From an optimization exercise on the open Yosys and OpenROAD flow, aimed at small area; shortcuts taken in it are not production practice. Only simulation tests tie the RTL to the original design; equivalence was not proved. No activity file was given, so power comes from the tool's default toggle rates.

==> flow/design.v (excerpt) <==
module l1_state_array #(
  parameter int NUM_SETS     = 64,
  parameter int NUM_WAYS     = 8,
  parameter int NUM_RD_PORTS = 2,
  parameter int STATE_W      = 2,
  parameter int INV_STATE    = 0,
  localparam int SET_W       = $clog2(NUM_SETS)
) (
  input  logic                                     clk,
  input  logic                                     reset_n,
  input  logic [NUM_RD_PORTS-1:0]                  rd_en_mm1,
  input  logic [NUM_RD_PORTS*SET_W-1:0]            rd_set_mm1,
  output logic [NUM_RD_PORTS-1:0]                  rd_valid_mm2,
  output logic [NUM_RD_PORTS*NUM_WAYS*STATE_W-1:0] rd_state_mm2,
  input  logic                                     wr_en_mm3,
  input  logic [SET_W-1:0]                         wr_set_mm3,
  input  logic [NUM_WAYS-1:0]                      wr_way_mask_mm3,
  input  logic [STATE_W-1:0]                       wr_state_mm3,
  input  logic                                     flash_inv_req,
  output logic                                     ready,
  output logic                                     flash_inv_done,
  output logic                                     wr_err
);
==> flow/config.mk <==
export PLATFORM = sky130hd
export DESIGN_NAME = l1_state_array
export DESIGN_NICKNAME = l1_state_array
export VERILOG_FILES = /design/flow/design.v
export SDC_FILE = /design/flow/constraint.sdc
export NUM_CORES = 4
export LEC_CHECK = 0
export CAP_MARGIN = 20
export CORE_MARGIN = 2
export CORE_UTILIZATION = 40
export SLEW_MARGIN = 20
export SYNTH_HIERARCHICAL = 1
export SYNTH_MINIMUM_KEEP_SIZE = 0
==> flow/constraint.sdc <==
create_clock -name core_clock -period 7.0 [get_ports {clk}]
set_input_delay 1.4000 -clock core_clock [delete_from_list [all_inputs] [get_ports {clk}]]
set_output_delay 1.4000 -clock core_clock [all_outputs]
set_load 0.01 [all_outputs]
standard.sh (not shown) runs the stock make flow with config.mk's settings and CLKGATE_MAP_FILE= SYNTH_SCRIPT=/design/flow/synth_recipe.tcl, a recipe that flattens the netlist after the stock synthesis.
==> flow/flow/run.sh <==
#!/bin/bash
# The standard layout (standard.sh), with two changes:
#  - port buffers use the smallest buffer cell instead of the default;
#  - clock tree synthesis uses larger sink clusters and no dummy loads.
set -euo pipefail
export BUFFER_PORTS_ARGS="-buffer_cell sky130_fd_sc_hd__buf_1"
export CTS_ARGS="-sink_clustering_enable -repair_clock_nets -sink_clustering_size 25 -sink_clustering_max_diameter 120 -dont_use_dummy_load"
bash standard.sh > standard.log 2>&1
The first run finished with timing, DRC and antenna clean.
Next try:
==> flow/flow/run.sh (replaced) <==
#!/bin/bash
# The standard layout (standard.sh), with two changes:
#  - port buffers use the smallest buffer cell instead of the default;
#  - clock tree synthesis uses buf_12 buffers, sink clusters of up to 25
#    registers and no dummy loads.
set -euo pipefail
export BUFFER_PORTS_ARGS="-buffer_cell sky130_fd_sc_hd__buf_1"
export CTS_ARGS="-sink_clustering_enable -repair_clock_nets -sink_clustering_size 25 -sink_clustering_max_diameter 120 -buf_list sky130_fd_sc_hd__buf_12 -dont_use_dummy_load"
bash standard.sh > standard.log 2>&1
=>
- core utilization shrinks by 0.22 points
- routed wire length barely changes
- clock skew is about the same
- worst setup slack improves by 100 ps
- register-to-register slack degrades by 20 ps
- power shrinks by 0.86%
- critical path depth is unchanged
- maximum frequency grows by 1.8%
- hold slack hardly moves
- via count is about the same
- flip-flop and latch count is unchanged
Next try:
==> flow/run.sh (new file) <==
#!/bin/bash
# synth_recipe.tcl (not shown) runs the flow's synth.tcl, then flattens the netlist and writes it again
# the make line also repeats each setting of config.mk as NAME=value (left out here)
make -C /OpenROAD-flow-scripts/flow DESIGN_CONFIG=/design/flow/config.mk WORK_HOME=/design/flow/orfs CLKGATE_MAP_FILE= SYNTH_SCRIPT=/design/flow/synth_recipe.tcl finish
--- a/flow/config.mk
+++ b/flow/config.mk
@@ -10,0 +11,2 @@
+export CTS_CLUSTER_DIAMETER = 120
+export CTS_CLUSTER_SIZE = 25
removed: flow/flow/run.sh
removed: flow/standard.sh
After rerunning:
- total power went up by a few percent
- first-iteration DRC count went up by about a fifth
- worst hold slack hardly moves
- global-route usage went up by 2.5 points
- flip-flop and latch count stays the same
- clock power went up by roughly a tenth
- final area went up slightly

## separate check: timing with driven ports
In the flow no input, the clock included, has a driving cell. The finished layouts below were timed again as built, in two steps.
Step 1 (the two cells are an assumption about what drives the block):
set clk [get_ports {clk}]
set_driving_cell -lib_cell sky130_fd_sc_hd__clkbuf_16 $clk
set_driving_cell -lib_cell sky130_fd_sc_hd__buf_2 [delete_from_list [all_inputs] $clk]
Step 2 adds t to the input delays and takes it off the output delays; t is the mean of the earliest and latest rising clock arrival at the registers after step 1. Input paths then give back, and output paths get back, about the clock's delay inside the block.
a / b / c = no drivers / after step 1 / after step 2; a / b = the first two.
| run | shift t [ns] | setup WS [ns] | worst hold slack (ns) | worst register clock-pin slew, ns |
|---|---|---|---|---|
| the first run | 0.711 | 1.398 / 1.336 / 2.047 | 0.456 / 0.456 / 0.456 | 0.11 / 0.11 |
| the second run | 0.661 | 1.499 / 1.422 / 2.083 | 0.458 / 0.458 / 0.458 | 0.11 / 0.11 |
| the third run | 0.754 | 0.710 / 0.632 / 1.386 | 0.455 / 0.455 / 0.455 | 0.11 / 0.11 |
After both steps setup and hold are still met in every run listed.
